Context: an optimization exercise on an open-source flow, tuned for small area, a short achievable clock period and few clock cycles per item. The choices shown serve that exercise and are no tape-out recipe. Only simulation tests tie the RTL to the original design; equivalence was not proved.

<file path="flow/constraint.sdc">
create_clock -name core_clock -period 7.0 [get_ports {clk}]
set_input_delay 1.4000 -clock core_clock [delete_from_list [all_inputs] [get_ports {clk}]]
set_output_delay 1.4000 -clock core_clock [all_outputs]
set_load 0.01 [all_outputs]
</file>
<file path="flow/standard.sh">
#!/bin/bash
# synth_recipe.tcl (not shown) runs the flow's synth.tcl, then flattens the netlist and writes it again
# the make line also repeats each setting of config.mk as NAME=value (left out here)
make -C /OpenROAD-flow-scripts/flow DESIGN_CONFIG=/design/flow/config.mk WORK_HOME=/design/flow/orfs CLKGATE_MAP_FILE= SYNTH_SCRIPT=/design/flow/synth_recipe.tcl "${@:-finish}"
</file>
<file path="flow/design.v">
package simonPkg;
	localparam int wordBits = 16;
	localparam int keyWords = 4;
	localparam int rounds = 32;
	localparam int perClk = 4;
	localparam int clks = (rounds + perClk - 1) / perClk;
	localparam int cntBits = (clks > 8) ? 4 : (clks > 4) ? 3 : (clks > 2) ? 2 : 1;
	localparam int lastRounds = rounds - perClk * (clks - 1);
	localparam logic [61:0] zSeq =
		62'b11111010_00100101_01100001_11001101_11110100_01001010_11000011_100110;
	localparam logic [wordBits-1:0] keyConst = 16'hfffc;
endpackage
module simonTop
(
	input logic clk,
	input logic nR,
	input logic newData,
	input logic newKey,
	input logic readData,
	input logic [31:0] inData,
	input logic [7:0] infoIn,
	input logic [7:0] countIn,
	input logic [63:0] key,
	output logic [31:0] outData,
	output logic [7:0] infoOut,
	output logic [7:0] countOut,
	output logic doneData,
	output logic keyReady
);
	localparam int P = simonPkg::perClk;
	localparam int CB = simonPkg::cntBits;
	function automatic logic [15:0] roundF(logic [15:0] x);
		roundF = ({x[14:0], x[15]} & {x[7:0], x[15:8]}) ^ {x[13:0], x[15:14]};
	endfunction
	function automatic logic [63:0] roundsP(logic [31:0] s, logic [16*P-1:0] kw, int n);
		logic [15:0] a;
		logic [15:0] b;
		logic [15:0] t;
		a = s[31:16];
		b = s[15:0];
		roundsP = '0;
		for (int r = 0; r < P; r++)
		begin
			t = (b ^ kw[16*r +: 16]) ^ roundF(a);
			b = a;
			a = t;
			if (r == n - 1)
			begin
				roundsP[63:32] = {a, b};
			end
		end
		roundsP[31:0] = {a, b};
	endfunction
	function automatic logic [15:0] ror(logic [15:0] x, int n);
		ror = (x >> n) | (x << (16 - n));
	endfunction
	function automatic logic [63:0] step4(logic [63:0] x, logic fwd, logic [3:0] zb);
		logic [15:0] q [8];
		logic [15:0] e;
		logic [15:0] c;
		for (int i = 0; i < 4; i++)
		begin
			q[i] = x[16*i +: 16];
		end
		for (int i = 0; i < 4; i++)
		begin
			e = q[i] ^ q[i+1] ^ ror(q[i+1], 1);
			c = simonPkg::keyConst ^ {15'b0, zb[i]};
			if (fwd)
			begin
				e = e ^ c;
			end
			else
			begin
				e = ror(e, 12) ^ ror(c, (3 * i + 12) % 16);
			end
			q[i+4] = e ^ ror(q[i+3] ^ ror(q[i+3], 1), 3);
		end
		for (int i = 0; i < 4; i++)
		begin
			step4[16*i +: 16] = fwd ? q[i+4] : ror(q[i+4], 4);
		end
	endfunction
	function automatic logic [63:0] roundKeys(logic [63:0] x, logic fwd);
		for (int i = 0; i < 4; i++)
		begin
			roundKeys[16*i +: 16] = fwd ? x[16*i +: 16] : ror(x[16*i +: 16], (16 - 3 * i) % 16);
		end
	endfunction
	function automatic logic [63:0] decStart(logic [63:0] x);
		for (int i = 0; i < 4; i++)
		begin
			decStart[16*i +: 16] = ror(x[16*(3-i) +: 16], 3 * i);
		end
	endfunction
	function automatic logic [P-1:0] zBits(logic [CB-1:0] c, logic fwd);
		int j;
		for (int s = 0; s < P; s++)
		begin
			j = P * int'(c) + s;
			if (!fwd)
			begin
				j = 27 - j;
			end
			zBits[s] = (j >= 0 && j < 62) ? simonPkg::zSeq[61 - j] : 1'b0;
		end
	endfunction
	logic prevData;
	logic prevKey;
	logic dataRise;
	logic keyRise;
	logic busy;
	logic waitE;
	logic running;
	logic expand;
	logic kLoad;
	logic eValid;
	logic resInS;
	logic startBlk;
	logic startEnc;
	logic [CB-1:0] cnt;
	logic [P-1:0] zb;
	logic [31:0] S;
	logic [7:0] sInfo;
	logic [7:0] sCount;
	logic [63:0] W;
	logic [63:0] K;
	logic [63:0] E;
	logic fwd;
	logic [63:0] Wn;
	logic [63:0] RK;
	logic [63:0] RR;
	logic [31:0] RP;
	logic [31:0] RL;
	logic [31:0] RO;
	logic [31:0] O;
	logic [7:0] oInfo;
	logic [7:0] oCount;
	logic enc;
	logic lastCyc;
	logic expLast;
	logic finish;
	logic eWrite;
	assign dataRise = newData && !prevData;
	assign keyRise = newKey && !prevKey;
	assign enc = sInfo[6];
	assign running = busy && !waitE;
	assign lastCyc = (cnt == CB'(simonPkg::clks - 1));
	assign expLast = (cnt == CB'(28 / P));
	assign finish = running && lastCyc && !doneData;
	assign startBlk = (dataRise && !busy && (infoIn[6] || eValid)) || (waitE && eValid);
	assign startEnc = infoIn[6] && !waitE;
	assign eWrite = !keyRise && expLast && ((expand && !kLoad) || (running && enc && !eValid));
	assign Wn = step4(W, fwd, zb);
	assign RK = roundKeys(W, fwd);
	assign RR = roundsP(S, RK, simonPkg::lastRounds);
	assign RP = RR[31:0];
	assign RL = RR[63:32];
	assign RO = resInS ? S : RL;
	always_ff @(posedge clk or negedge nR)
	begin
		if (!nR)
		begin
			prevData <= 1'b0;
			prevKey <= 1'b0;
			busy <= 1'b0;
			waitE <= 1'b0;
			expand <= 1'b0;
			kLoad <= 1'b0;
			eValid <= 1'b0;
			resInS <= 1'b0;
			cnt <= '0;
			zb <= '0;
			fwd <= 1'b1;
			keyReady <= 1'b0;
			doneData <= 1'b0;
		end
		else
		begin
			prevData <= newData;
			prevKey <= newKey;
			kLoad <= keyRise;
			if (startBlk)
			begin
				fwd <= startEnc;
			end
			else if (!running || finish)
			begin
				fwd <= 1'b1;
			end
			if (startBlk)
			begin
				zb <= zBits('0, startEnc);
			end
			else if (kLoad)
			begin
				zb <= zBits('0, 1'b1);
			end
			else if (expand)
			begin
				zb <= zBits(cnt + CB'(1), 1'b1);
			end
			else
			begin
				zb <= zBits(cnt + CB'(1), enc);
			end
			if (eWrite)
			begin
				eValid <= 1'b1;
			end
			if (keyRise)
			begin
				expand <= 1'b1;
				eValid <= 1'b0;
				keyReady <= 1'b0;
				cnt <= '0;
			end
			else if (startBlk)
			begin
				busy <= 1'b1;
				waitE <= 1'b0;
				expand <= 1'b0;
				cnt <= '0;
			end
			else
			begin
				if (!busy && dataRise)
				begin
					busy <= 1'b1;
					waitE <= 1'b1;
				end
				if (kLoad)
				begin
					keyReady <= 1'b1;
				end
				else if (expand)
				begin
					cnt <= cnt + CB'(1);
					if (expLast)
					begin
						expand <= 1'b0;
						cnt <= '0;
					end
				end
				else if (running)
				begin
					if (!lastCyc)
					begin
						cnt <= cnt + CB'(1);
					end
					else if (finish)
					begin
						busy <= 1'b0;
						resInS <= 1'b0;
						cnt <= '0;
					end
					else
					begin
						resInS <= 1'b1;
					end
				end
			end
			if (finish)
			begin
				doneData <= 1'b1;
			end
			else if (readData)
			begin
				doneData <= 1'b0;
			end
		end
	end
	always_ff @(posedge clk)
	begin
		if (!busy)
		begin
			S <= infoIn[6] ? inData : {inData[15:0], inData[31:16]};
			sInfo <= infoIn;
			sCount <= countIn;
		end
		else if (running && !resInS)
		begin
			S <= lastCyc ? RL : RP;
		end
		if (keyRise)
		begin
			K <= key;
		end
		if (startBlk || kLoad)
		begin
			W <= (kLoad || startEnc) ? K : E;
		end
		else
		begin
			W <= Wn;
		end
		if (eWrite)
		begin
			E <= decStart(W);
		end
		if (finish)
		begin
			O <= RO;
			oInfo <= sInfo ^ 8'h10;
			oCount <= sCount;
		end
	end
	assign outData = oInfo[6] ? O : {O[15:0], O[31:16]};
	assign infoOut = oInfo;
	assign countOut = oCount;
endmodule
</file>
<file path="flow/config.mk">
export PLATFORM = sky130hd
export DESIGN_NAME = simonTop
export DESIGN_NICKNAME = simonTop
export VERILOG_FILES = /design/flow/design.v
export SDC_FILE = /design/flow/constraint.sdc
export NUM_CORES = 4
export LEC_CHECK = 0
export CAP_MARGIN = 20
export CORE_MARGIN = 2
export CORE_UTILIZATION = 65
export CTS_BUF_LIST = sky130_fd_sc_hd__clkbuf_4 sky130_fd_sc_hd__clkbuf_8
export PLACE_DENSITY = 0.75
export SETUP_SLACK_MARGIN = 3.85
export SLEW_MARGIN = 20
</file>
<file path="flow/flow/run.sh">
#!/bin/bash
# The standard layout, with plain buf_1 cells as the port buffers
export BUFFER_PORTS_ARGS="-buffer_cell sky130_fd_sc_hd__buf_1"
bash standard.sh > standard.log 2>&1
</file>
==> flow_summary_export.csv, run 1 <==
group,metric,value,unit
route,dr.first_iter.drc_count,1872,
sta,slew_headroom,31.52,%
finish,design_area,23280,sq um
die,rows,63,
route,drtPass1Iterations,6,
finish,fin_nets,2004,
yosys,synth.most_common_cell,"xnor2_1",
sta,fmax,311.0,MHz
critical_path,critPathKind,"flop to flop",
sta,drv_slew,0,
yosys,ys_ff_latch,306,
yosys,syn-num-nets,1751,
critical_path,setup.worst_path.end_class,"flop",
placement,globalplace.congestion,0.9923,
critical_path,start_kind,"flop",
flow_run,cap_violations,0,
clocking,clock-root-buffer,"clkbuf_8",
die,core,29560,sq um
clocking,clock_path_buffers,3,
die,pin_count,167,
route,postRouteWirelength,60690,um
sta,finalSetupViolCount,0,
yosys,synthArstFlopShare,5.882,%
yosys,synth_edf_count,224,
yosys,syn_area_per_cell,12.03,sq um
global_route,grt_pass1_vias,13420,
clocking,clk_latency,0.62,ns
global_route,antenna_found_initial,0,
clocking,htreeDepth,2,
die,fp.dieArea,31350,sq um
global_route,track_usage,37.37,%
yosys,synth_top_area_share,34.56,%
clocking,cts_buffers,49,
global_route,gr-total-overflow,0,
finish,drive_gt1_share,23.98,%
route,avgRoutedWirePerCell,26.37,um
die,fp.dieH,177.1,um
route,drc,0,
route,ant_nets,0,
die,die_w,177.1,um
hold_path,min_path_type,"flop to flop",
sta,rsz0062_at_grt,"true",
critical_path,required,7.48,ns
global_route,grt_max_degree,69,
sta,worst_pin_slew,1.027,ns
yosys,synth_commonest_cells,"248 x xnor2_1, 224 x edfxtp_1, 169 x mux2i_1",
yosys,synthDistinctLibCells,52,
finish,area_growth,19.61,%
clocking,hold_buffers,0,
clocking,clk_transition_reported_paths,0.07,ns
critical_path,cp.arrival,3.70,ns
placement,dpl.hpwl,41470,um
placement,portBuffers,166,
critical_path,cp_max_fo,7,
route,routed_via_density,6.200,
yosys,ys_dominant_reg_cell,"edfxtp_1",
run_status,status,"finished clean",
yosys,synthTopCellsByArea,"edfxtp_1 35%, xnor2_1 11%, mux2i_1 8.7%, xnor3_1 7.1%, dfxtp_1 6.6%",
sta,finalHoldViolations,0,
yosys,yosys_warnings,2,
clocking,clock-sinks,306,
sta,finalHoldWorstSlack,0.4106,ns
clocking,cts_tree,"done",
sta,layout_min_cycle_time,3.215,ns
global_route,grt_pass1_wl,84300,um
sta,fin_crit_sh,45.93,%
yosys,synthCells,1618,
sta,setup_tns,0,ns
route,via_count,14270,
placement,place_area,20360,sq um
yosys,synth_area_leader_cell,"edfxtp_1",
die,start_util,65.85,%
yosys,netlist_area,19460,sq um
sta,skew,0.04554,ns
yosys,ys_seq_area_share,43.46,%
metrics by stage:
stage / cells / setup slack [ns] / utilization [%]
after global routing: 2300 / 3.748 / 78.75
final: 2302 / 3.785 / 78.76
after floorplan: 1618 / 3.853 / -
after global placement: 2098 / 2.833 / 68.87
after detailed placement: 2098 / 2.768 / 68.87
after CTS: 2218 / 3.816 / 75.36
area by class of cell:
type | count | area (sq um)
Clock buffer | 70 | 863.3
Clock inverter | 20 | 171.4
Tap cell | 390 | 488.0
Antenna cell | 2 | 5.005
Inverter | 32 | 151.4
Timing Repair inverter | 2 | 22.52
Fill cell | 1815 | 6277
Sequential cell | 306 | 8548
Timing Repair Buffer | 292 | 1851
Multi-Input combinational cell | 1188 | 11180
kinds of logic (layout without fill, tap and decap cells):
family          Yosys count  after routing  share of synthesized area [%]
other cells               0              2                              0
mux                     221            221                          12.01
simple gates            257            257                          5.657
flops                   306            306                          43.46
compound gates          243            243                          7.251
buf+inv                 124            416                          2.597
fa+ha+maj                16             16                          1.028
xor+xnor                451            451                          27.99
critical path: stages, from the launching register on:
cell	delay (ns)
dfxtp_4	0.49
xnor3_1	0.58
mux2i_2	0.35
xnor2_2	0.28
xor2_2	0.25
xnor3_1	0.48
xnor2_1	0.15
mux2i_1	0.10
xnor2_1	0.31
o21ai_1	0.11
repair_timing:
| action | CTS | global route |
|---|---|---|
| hold endpoints to repair | 0 | 0 |
| gates resized for setup | 110 | 73 |
| setup buffers | 28 | 77 |
| gates cloned | 2 | 5 |
| setup endpoints to repair | 145 | 55 |
| pin swaps | 15 | 45 |
registers in the layout (all words and copies together) (netlist names), 3 cells and up:
| signal | flops |
|---|---|
| sInfo | 8 |
| S | 32 |
| K | 64 |
| E | 64 |
| W | 64 |
| oCount | 8 |
| oInfo | 8 |
| zb | 4 |
| O | 32 |
| cnt | 3 |
| sCount | 8 |
layout by cell type (no fill, tap or decap), types with 8 or more instances in the layout:
cell,Yosys,final
o21ai_1,13,13
xor2_1,87,79
edfxtp_1,224,224
clkinv_2,0,9
mux2i_4,4,8
buf_1,17,165
a21oi_1,63,62
ha_1,16,14
o21ai_0,89,88
inv_1,31,29
nor2b_1,40,39
xnor3_2,6,19
a211oi_1,43,43
xnor2_2,24,70
xor3_1,11,10
dfrtp_1,17,13
dfxtp_1,64,20
dfxtp_2,0,34
dfxtp_4,0,10
o211ai_1,14,14
nor2_1,89,87
mux2_2,45,45
xor2_2,3,9
clkbuf_8,0,54
nand2_1,108,108
buf_4,3,105
xnor2_1,248,197
clkbuf_4,0,16
mux2i_1,169,154
mux2i_2,2,13
xnor2_4,4,9
xnor3_1,61,48
worst paths after layout:
check | start | to | slack, ns | cells after the start
worst max-delay path | W[28] | W[50] | 3.78 | 9
worst min-delay path | sCount[6] | oCount[6] | 0.41 | 0
worst min register to register | sCount[6] | oCount[6] | 0.41 | 0
worst max register to register | W[28] | W[50] | 3.78 | 9
min in group asynchronous | nR | prevKey | 0.94 | 1
max in group asynchronous | nR | busy | 5.39 | 1
per-layer routing:
| metal | vias up | global-route usage (%) | share of wire [%] |
|---|---|---|---|
| li1 | 6199 | - | - |
| met5 | - | 0 | 0 |
| met1 | 6981 | 51.36 | 39 |
| met3 | 182 | 8.978 | 11 |
| met4 | 0 | 13.09 | 4.2 |
| met2 | 911 | 58.35 | 45 |
Testbench counts, summed over its fixed seeds: cycles 3,584, items 384.
==> run 2, diff against run 1 <==
--- a/flow/config.mk
+++ b/flow/config.mk
@@ -8,7 +8,7 @@
 export CAP_MARGIN = 20
 export CORE_MARGIN = 2
-export CORE_UTILIZATION = 65
+export CORE_UTILIZATION = 60
 export CTS_BUF_LIST = sky130_fd_sc_hd__clkbuf_4 sky130_fd_sc_hd__clkbuf_8
-export PLACE_DENSITY = 0.75
-export SETUP_SLACK_MARGIN = 3.85
+export PLACE_DENSITY = 0.7
+export SETUP_SLACK_MARGIN = 3.8
 export SLEW_MARGIN = 20
==> run 2 against run 1 <==
  * Synthesized area stayed put
  * First-iteration DRC count shrank 18%
  * Synthesized cell count unchanged
  * Largest cell class unchanged
  * Highest routed layer unchanged
==> flow_summary_export.csv, run 2 <==
group,metric,value,unit
critical_path,crit_slowest_cell,"dfxtp_1",
clocking,hold_buffers,0,
route,ant_nets,0,
global_route,grt_pass1_wl,84200,um
die,core,31720,sq um
global_route,grt_max_degree,99,
route,avgRoutedWirePerCell,26.12,um
critical_path,slowest_delay,0.64,ns
route,dr.first_iter.drc_count,1531,
clocking,clock-sinks,306,
sta,fin_crit_sh,45.35,%
die,die_w,184.1,um
clocking,htreeDepth,2,
route,routed_via_density,6.040,
finish,fin_nets,1971,
die,fp.dieH,184.1,um
die,rows,65,
yosys,synthTopCellsByArea,"edfxtp_1 35%, xnor2_1 11%, mux2i_1 8.7%, xnor3_1 7.1%, dfxtp_1 6.6%",
clocking,clock-root-buffer,"clkbuf_8",
placement,dpl.hpwl,42400,um
placement,portBuffers,166,
yosys,yosys_warnings,2,
hold_path,min_path_type,"flop to flop",
critical_path,critPathKind,"flop to flop",
yosys,synth_commonest_cells,"248 x xnor2_1, 224 x edfxtp_1, 169 x mux2i_1",
finish,area_growth,17.84,%
yosys,synth_area_leader_cell,"edfxtp_1",
sta,slew_headroom,32.69,%
critical_path,cp.arrival,3.63,ns
critical_path,cp_num_buf_inv,0,
clocking,cts_buffers,51,
yosys,syn_area_per_cell,12.03,sq um
clocking,clk_transition_reported_paths,0.06,ns
sta,worst_pin_slew,1.010,ns
global_route,antenna_found_initial,0,
global_route,gr-total-overflow,0,
sta,finalSetupViolCount,0,
critical_path,path_cells,"xor3_1 > xnor3_1 > mux2i_1 > xor2_1 > xnor3_1 > xnor2_2 > xnor2_1 > xnor2_1 > a31oi_1",
critical_path,cp_max_fo,8,
yosys,ys_seq_area_share,43.46,%
critical_path,crit_family,"XOR/XNOR gates",
sta,rsz0062_at_grt,"true",
finish,antenna_cells,0,
flow_run,cap_violations,0,
yosys,synth_top_area_share,34.56,%
global_route,track_usage,34.64,%
clocking,clock_path_buffers,3,
sta,drv_slew,0,
yosys,synth_edf_count,224,
finish,final_common_cell,"edfxtp_1",
clocking,clk_latency,0.62,ns
route,via_count,13780,
die,pin_count,167,
sta,fmax,315.0,MHz
route,drc,0,
yosys,syn-num-nets,1751,
die,fp.dieArea,33900,sq um
global_route,grt_pass1_vias,13100,
sta,layout_min_cycle_time,3.174,ns
finish,final_cell_mix,"224 x edfxtp_1, 191 x xnor2_1, 165 x buf_1",
yosys,synth.most_common_cell,"xnor2_1",
critical_path,required,7.46,ns
yosys,ys_dominant_reg_cell,"edfxtp_1",
critical_path,start_kind,"flop",
finish,drive_gt1_share,22.13,%
sta,setup_tns,0,ns
route,postRouteWirelength,59620,um
critical_path,r2r_start,"W[57]",
sta,finalHoldViolations,0,
yosys,synthDistinctLibCells,52,
critical_path,setup.worst_path.end_class,"flop",
run_status,status,"finished clean",
clocking,cts_tree,"done",
route,drtPass1Iterations,5,
yosys,synthCells,1618,
finish,reg_top3,"E: 64 flops, K: 64 flops, W: 64 flops",
yosys,synthArstFlopShare,5.882,%
hold_path,hold_path_startpoint,"sCount[0]",
sta,finalHoldWorstSlack,0.4166,ns
yosys,netlist_area,19460,sq um
die,start_util,61.37,%
placement,globalplace.congestion,1.042,
critical_path,crit_start,"W[57]",
sta,skew,0.02571,ns
yosys,ys_ff_latch,306,
run 2: logic make-up after synthesis:
family	count (synthesis)	synth area share, %
DFF	306	43.46
adders and majority gates	16	1.028
xor gates and xnor gates	451	27.99
and+or+nand+nor	257	5.657
muxes	221	12.01
AOI/OAI and AO/OA	243	7.251
buffers and inverters	124	2.597
run 2: layer usage:
layer | track usage, % | vias to the layer above | part of all wire, %
met5 | 0 | - | 0
met1 | 49.11 | 6752 | 41
met4 | 10.91 | 0 | 3.2
li1 | - | 6134 | -
met3 | 7.469 | 102 | 10
met2 | 53.60 | 795 | 45
run 2: final timing paths:
kind                                   to  slack, ns  cells past startpoint
worst max-delay path                W[57]       3.83                      9
worst min-delay path            oCount[0]       0.42                      0
worst max register to register      W[57]       3.83                      9
worst min register to register  oCount[0]       0.42                      0
max in group asynchronous             fwd       5.79                      2
min in group asynchronous          resInS       0.69                      1
run 2: through the flow:
| stage | std cells | setup WS, ns | util [%] | cell area, sq um |
|---|---|---|---|---|
| final | 2282 | 3.826 | 72.32 | 22940 |
| after global routing | 2282 | 3.764 | 72.32 | 22940 |
| after CTS | 2234 | 3.712 | 69.67 | 22100 |
| after detailed placement | 2108 | 3.004 | 64.18 | 20360 |
| after global placement | 2108 | 3.068 | 64.18 | 20360 |
| after floorplan | 1618 | 3.853 | - | 19470 |
run 2: timing repair:
action                                  CTS  global route
pin swaps                                15            35
endpoints found under the setup margin  132            66
resized for setup                        77            79
gates cloned                              0             2
buffers inserted                         31            45
run 2: worst reg2reg max path, stage by stage, from the launching register on:
cell     delay (ns)
dfxtp_1        0.64
xor3_1         0.56
xnor3_1        0.29
mux2i_1        0.23
xor2_1         0.21
xnor3_1        0.30
xnor2_2        0.32
xnor2_1        0.15
xnor2_1        0.21
a31oi_1        0.12
run 2: area by class of cell:
cell class / instances / area, sq um
sequential: 306 / 8523
clock buffer: 73 / 892.1
clock inverter: 22 / 245.2
timing repair buffer: 259 / 1473
inverter: 32 / 141.4
fill: 2269 / 8780
tap: 402 / 503.0
multi-input combinational: 1188 / 11160
==> run 3, diff against run 2 <==
--- a/flow/config.mk
+++ b/flow/config.mk
@@ -6,9 +6,9 @@
 export NUM_CORES = 4
 export LEC_CHECK = 0
-export CAP_MARGIN = 20
+export CAP_MARGIN = 5
 export CORE_MARGIN = 2
-export CORE_UTILIZATION = 60
+export CORE_UTILIZATION = 65
 export CTS_BUF_LIST = sky130_fd_sc_hd__clkbuf_4 sky130_fd_sc_hd__clkbuf_8
-export PLACE_DENSITY = 0.7
+export PLACE_DENSITY = 0.75
 export SETUP_SLACK_MARGIN = 3.8
-export SLEW_MARGIN = 20
+export SLEW_MARGIN = 5
==> run 3 against run 2 <==
  * Non-clock buffer count down 16
  * Hold slack got worse by 0.0086 ns
  * Via count up 0.69%
  * Final area is 0.92% lower
  * Utilization increased by 4.6 points
  * Routed wire length is 0.60% lower
  * Global-route usage rose by 2.5 points
  * Cell count shrank 1.4%
==> flow_summary_export.csv, run 3 <==
group,metric,value,unit
die,pin_count,167,
yosys,synthArstFlopShare,5.882,%
placement,dpl.hpwl,41470,um
clocking,htreeDepth,2,
sta,rsz0062_at_grt,"true",
clocking,clk_transition_reported_paths,0.07,ns
yosys,synth_commonest_cells,"248 x xnor2_1, 224 x edfxtp_1, 169 x mux2i_1",
finish,area_growth,16.76,%
hold_path,hold_path_startpoint,"sCount[6]",
yosys,synth.most_common_cell,"xnor2_1",
yosys,syn_area_per_cell,12.03,sq um
yosys,synthTopCellsByArea,"edfxtp_1 35%, xnor2_1 11%, mux2i_1 8.7%, xnor3_1 7.1%, dfxtp_1 6.6%",
route,drc,0,
route,postRouteWirelength,59260,um
sta,setup_tns,0,ns
sta,fmax,312.8,MHz
flow_run,cap_violations,0,
sta,fin_crit_sh,45.68,%
sta,finalSetupViolCount,0,
global_route,gr-total-overflow,0,
critical_path,cp_max_fo,6,
yosys,syn-num-nets,1751,
sta,worst_pin_slew,1.134,ns
clocking,clk_latency,0.63,ns
finish,final_common_cell,"edfxtp_1",
sta,finalHoldViolations,0,
critical_path,cpMostUsedCell,"xnor2_1",
placement,portBuffers,166,
yosys,netlist_area,19460,sq um
finish,fin_nets,1953,
yosys,ys_seq_area_share,43.46,%
die,start_util,65.85,%
clocking,clock-root-buffer,"clkbuf_8",
run_status,status,"finished clean",
global_route,grt_pass1_vias,13330,
global_route,grt_pass1_wl,83880,um
hold_path,min_path_type,"flop to flop",
yosys,yosys_warnings,2,
clocking,cts_buffers,49,
hold_path,worstHoldEndpoint,"oCount[6]",
sta,drv_slew,0,
yosys,synth_edf_count,224,
die,rows,63,
critical_path,crit_slowest_cell,"dfstp_4",
route,via_count,13880,
route,drtPass1Iterations,6,
placement,globalplace.congestion,0.9923,
die,core,29560,sq um
clocking,clock-sinks,306,
global_route,track_usage,37.14,%
sta,setup_ws,3.803,ns
yosys,synth_top_area_share,34.56,%
sta,finalHoldWorstSlack,0.4080,ns
sta,slew_headroom,24.39,%
finish,drive_gt1_share,21.03,%
die,fp.dieH,177.1,um
placement,dp_worst_setup_slack,2.768,ns
yosys,synthCells,1618,
finish,nFillCells,1876,
critical_path,critPathKind,"flop to flop",
yosys,synth_xor_area_share,27.99,%
finish,antenna_cells,0,
sta,skew,0.05124,ns
finish,reg_top3,"E: 64 flops, K: 64 flops, W: 64 flops",
critical_path,reg2reg_slack,3.80,ns
global_route,grt_max_degree,69,
sta,layout_min_cycle_time,3.197,ns
die,die_w,177.1,um
yosys,synth_area_leader_cell,"edfxtp_1",
route,avgRoutedWirePerCell,26.35,um
critical_path,r2r_start,"fwd",
route,ant_nets,0,
critical_path,required,7.33,ns
yosys,ys_ff_latch,306,
finish,final_cell_mix,"224 x edfxtp_1, 202 x xnor2_1, 165 x buf_1",
yosys,ys_dominant_reg_cell,"edfxtp_1",
critical_path,slowest_delay,0.64,ns
yosys,synth_top_family_by_area,"XOR/XNOR gates",
yosys,synthMuxAreaShare,12.01,%
critical_path,start_kind,"flop",
yosys,yosys.area_share.adder,1.028,%
critical_path,path_cells,"buf_12 > buf_4 > mux2i_1 > xnor2_1 > xnor2_1 > xnor2_2 > nor2_1 > xnor2_2 > buf_4 > nor2_1 > xnor2_1 > mux2i_1",
route,dr.first_iter.drc_count,1747,
critical_path,setup.worst_path.end_class,"flop",
critical_path,cp.arrival,3.52,ns
clocking,cts_tree,"done",
hold_path,min_path_cells,0,
yosys,synthSimpleGateAreaFrac,5.657,%
die,fp.dieArea,31350,sq um
critical_path,r2r-end,"O[30]",
critical_path,ff2ff_path_depth,12,
clocking,clock_path_buffers,3,
yosys,synth-compound-area-share,7.251,%
global_route,antenna_found_initial,2,
route,routed_via_density,6.171,
yosys,synthDistinctLibCells,52,
run 3: cell counts after synthesis:
Identical to the previous run, type by type.
run 3: cell families (layout without fill, tap and decap cells):
kind of cell / after synthesis / count (layout)
AO/OA/AOI/OAI: 243 / 243
XOR/XNOR: 451 / 451
adder cells (fa/ha/maj): 16 / 16
buffers and inverters: 124 / 365
flip-flops: 306 / 306
multiplexers: 221 / 221
AND/OR/NAND/NOR: 257 / 257
run 3: area by class of cell:
type / count / area (sq um) / area share [%]
clock buffers: 70 / 863.3 / 3.799
inverters: 32 / 140.1 / 0.6166
flip-flops and latches: 306 / 8531 / 37.53
well taps: 390 / 488.0 / 2.147
clock inverters: 20 / 171.4 / 0.7542
multi-input cells: 1188 / 11140 / 49.00
repair buffers: 243 / 1398 / 6.149
run 3: repair_timing:
| item | 4_1_cts | 5_1_grt |
|---|---|---|
| gates cloned | 2 | 1 |
| pin swaps | 7 | 36 |
| setup endpoints to repair | 144 | 59 |
| setup buffers | 21 | 37 |
| hold buffers | 0 | 0 |
| gates resized for setup | 85 | 73 |
run 3: metal layers:
metal  vias to the layer above  GRT usage, %  routed length, um
li1                       6102             -                  -
met1                      6779         51.13              23400
met2                       851         57.51              26970
met3                       144         9.085               6567
met4                         2         13.60               2313
met5                         -             0                 16
run 3: worst max-delay path, delay by kind of cell, from the launching register on:
kind / cells / cell delay (ns)
mux: 2 / 0.35
simple gates: 2 / 0.19
flops: 1 / 0.64
buf+inv: 3 / 0.56
xor+xnor: 5 / 1.21
run 3: worst max-delay path by stage:
stage               endpoint    from  slack [ns]  cells past startpoint
floorplan               K[0]  newKey        3.85                      3
global placement       W[50]     fwd        2.83                      9
detailed placement     W[50]     fwd        2.77                      9
CTS                    W[50]   W[29]        3.75                      9
global route           O[21]     fwd        3.72                     12
finish                 O[30]     fwd        3.80                     12
run 3: per-stage QoR:
step / utilization [%] / instance area, sq um / instances
after floorplan: - / 19470 / 1618
after global placement: 68.87 / 20360 / 2098
after detailed placement: 68.87 / 20360 / 2098
after CTS: 74.72 / 22090 / 2211
after global routing: 76.89 / 22730 / 2249
final: 76.89 / 22730 / 2249
==> run 4, diff against run 3 <==
==> flow/config.mk (replaced) <==
export PLATFORM = sky130hd
export DESIGN_NAME = simonTop
export DESIGN_NICKNAME = simonTop
export VERILOG_FILES = /design/flow/design.v
export SDC_FILE = /design/flow/constraint.sdc
export NUM_CORES = 4
export LEC_CHECK = 0
export CAP_MARGIN = 20
export CORE_MARGIN = 2
export CORE_UTILIZATION = 65
export CTS_BUF_LIST = sky130_fd_sc_hd__clkbuf_8 sky130_fd_sc_hd__clkbuf_16
export CTS_CLUSTER_DIAMETER = 60
export CTS_CLUSTER_SIZE = 20
export PLACE_DENSITY = 0.75
export SETUP_SLACK_MARGIN = 3.8
export SLEW_MARGIN = 20
==> run 4 against run 3 <==
  * Still clean on timing, DRC and antenna
  * Non-clock buffer count is 15 higher
  * Utilization is 0.36 points higher
  * Synthesized cell count stayed put
  * Worst setup slack worse by 0.059 ns
  * Clock skew is 0.029 ns lower
  * Flip-flop and latch count stayed put
  * Global-route usage is 0.59 points lower
  * Final area is 0.47% higher
  * Critical path depth is 3 lower
  * Critical path type unchanged
  * Largest cell class unchanged
==> flow_summary_export.csv, run 4 <==
group,metric,value,unit
run_status,status,"finished clean",
sta,fmax,307.1,MHz
finish,reg_top3,"E: 64 flops, K: 64 flops, W: 64 flops",
finish,fin_util,77.25,%
sta,layout_min_cycle_time,3.257,ns
yosys,ys_ff_latch,306,
clocking,cts_buffers,27,
route,ant_nets,0,
clocking,clock-sinks,306,
sta,skew,0.02196,ns
die,core,29560,sq um
die,die_w,177.1,um
yosys,yosys_warnings,2,
clocking,cts_tree,"done",
die,rows,63,
die,start_util,65.85,%
route,postRouteWirelength,58920,um
yosys,synthDistinctLibCells,52,
clocking,clk_transition_reported_paths,0.08,ns
route,via_count,13730,
clocking,hold_buffers,0,
finish,final_cell_mix,"224 x edfxtp_1, 200 x xnor2_1, 165 x buf_1",
placement,portBuffers,166,
global_route,grt_pass1_wl,82300,um
sta,worst_pin_slew,1.041,ns
critical_path,start_kind,"flop",
sta,finalSetupViolCount,0,
die,fp.dieH,177.1,um
route,drc,0,
yosys,synthArstFlopShare,5.882,%
route,routed_via_density,6.174,
sta,setup_tns,0,ns
route,dr.first_iter.drc_count,1623,
yosys,ys_dominant_reg_cell,"edfxtp_1",
placement,placedCellCount,2098,
clocking,htreeDepth,1,
yosys,synth_top_area_share,34.56,%
route,avgRoutedWirePerCell,26.49,um
sta,drv_slew,0,
clocking,clk_latency,0.58,ns
yosys,synth_area_leader_cell,"edfxtp_1",
critical_path,critPathKind,"flop to flop",
global_route,gr-total-overflow,0,
finish,fin_nets,1946,
route,drtPass1Iterations,5,
hold_path,hold_path_startpoint,"sInfo[1]",
critical_path,required,7.45,ns
yosys,synth_commonest_cells,"248 x xnor2_1, 224 x edfxtp_1, 169 x mux2i_1",
yosys,synthTopCellsByArea,"edfxtp_1 35%, xnor2_1 11%, mux2i_1 8.7%, xnor3_1 7.1%, dfxtp_1 6.6%",
global_route,track_usage,36.55,%
hold_path,min_path_cells,0,
finish,drive_gt1_share,20.34,%
global_route,antenna_found_initial,1,
global_route,grt_max_degree,69,
sta,fin_crit_sh,46.52,%
yosys,syn_area_per_cell,12.03,sq um
critical_path,setup.worst_path.end_class,"flop",
sta,rsz0062_at_grt,"true",
critical_path,r2r-end,"W[51]",
clocking,clock-root-buffer,"clkbuf_16",
critical_path,ff2ff_path_depth,9,
flow_run,cap_violations,0,
clocking,clock_path_buffers,3,
yosys,synthCells,1618,
placement,dpl.hpwl,41470,um
placement,globalplace.congestion,0.9923,
critical_path,r2r_start,"W[28]",
critical_path,cp.arrival,3.70,ns
finish,instances_no_fill,2224,
finish,antenna_cells,0,
finish,final_common_cell,"edfxtp_1",
die,fp.dieArea,31350,sq um
sta,finalHoldViolations,0,
yosys,syn-num-nets,1751,
die,pin_count,167,
sta,slew_headroom,30.62,%
hold_path,min_path_type,"flop to flop",
finish,area_growth,17.31,%
global_route,grt_pass1_vias,13030,
yosys,ys_seq_area_share,43.46,%
critical_path,cp_max_fo,7,
yosys,synth_edf_count,224,
hold_path,worstHoldEndpoint,"oInfo[1]",
yosys,netlist_area,19460,sq um
yosys,synth.most_common_cell,"xnor2_1",
critical_path,reg2reg_slack,3.74,ns
run 4: what timing repair did:
item	in CTS	in global routing
buffers inserted	23	49
pin swaps	8	37
cloned	2	2
hold endpoints to repair	0	0
endpoints found under the setup margin	146	53
gates resized for setup	88	74
run 4: cells by family (layout without fill, tap and decap cells):
logic type | Yosys count | count (layout) | synth area share [%]
XOR/XNOR | 451 | 451 | 27.99
flip-flops | 306 | 306 | 43.46
AND/OR/NAND/NOR | 257 | 257 | 5.657
AO/OA/AOI/OAI | 243 | 243 | 7.251
multiplexers | 221 | 221 | 12.01
buffers and inverters | 124 | 340 | 2.597
adder cells (fa/ha/maj) | 16 | 16 | 1.028
run 4: routing by layer:
metal / GRT usage [%] / vias to the layer above / wire (um)
li1: - / 6070 / -
met1: 49.03 / 6645 / 22770
met2: 57.28 / 861 / 26910
met3: 10.91 / 156 / 6854
met4: 11.81 / 0 / 2389
met5: 0 / - / 0
run 4: critical path, stage by stage, from the launching register on:
cell	delay, ns
dfxtp_4	0.50
xnor3_1	0.60
mux2i_4	0.26
xnor2_4	0.24
xnor2_1	0.19
xnor2_2	0.47
xnor2_1	0.22
mux2i_1	0.18
xnor2_2	0.35
o21ai_1	0.09
run 4: area by class of cell:
type / instances / area, sq um
Clock buffer: 30 / 728.2
Clock inverter: 20 / 256.5
Fill cell: 1841 / 6725
Inverter: 32 / 141.4
Multi-Input combinational cell: 1188 / 11160
Sequential cell: 306 / 8531
Tap cell: 390 / 488.0
Timing Repair Buffer: 258 / 1531
run 4: through the flow:
stage | worst slack, ns | hold slack (ns) | area (sq um)
after floorplan | 3.853 | 0.4003 | 19470
after global placement | 2.833 | 0.4004 | 20360
after detailed placement | 2.768 | 0.4051 | 20360
after CTS | 3.757 | 0.4242 | 22060
after global routing | 3.747 | 0.4355 | 22830
final | 3.743 | 0.4259 | 22830
run 4: how the worst max path moves through the flow:
stage,start,endpoint,slack (ns),depth (start not counted)
detailed placement,fwd,W[50],2.77,9
global placement,fwd,W[50],2.83,9
global route,fwd,W[51],3.75,11
finish,W[28],W[51],3.74,9
floorplan,newKey,K[0],3.85,3
CTS,W[39],W[59],3.76,9

[port drivers added, routing unchanged]
In the flow no input, the clock included, has a driving cell. The finished layouts below were timed again as built, in two steps. Step 1, drivers: a clkbuf_16 drives clk and a buf_2 each remaining input, both assumed. Step 2 also shifts input and output timing later by t, the mid clock arrival at the registers, as if the neighbouring blocks saw the same clock. a / b / c = no drivers / after step 1 / after step 2; a / b = the first two.
run	shift t [ns]	setup WS [ns]	latest minus earliest clock arrival (ns)	worst register clock-pin slew, ns	worst data-port slew with drivers (ns)
run 1	0.650	3.785 / 3.785 / 3.375	0.046 / 0.046	0.08 / 0.08	0.07
run 2	0.655	3.826 / 3.799 / 3.244	0.026 / 0.026	0.07 / 0.07	0.06
run 3	0.653	3.803 / 3.792 / 3.267	0.051 / 0.051	0.08 / 0.08	0.07
run 4	0.619	3.743 / 3.743 / 3.316	0.022 / 0.022	0.08 / 0.08	0.06
After both steps every run listed still meets setup and hold. The setup slack of run 2, which loses most, moves by -0.027 ns with the drivers and by -0.582 ns with both steps.
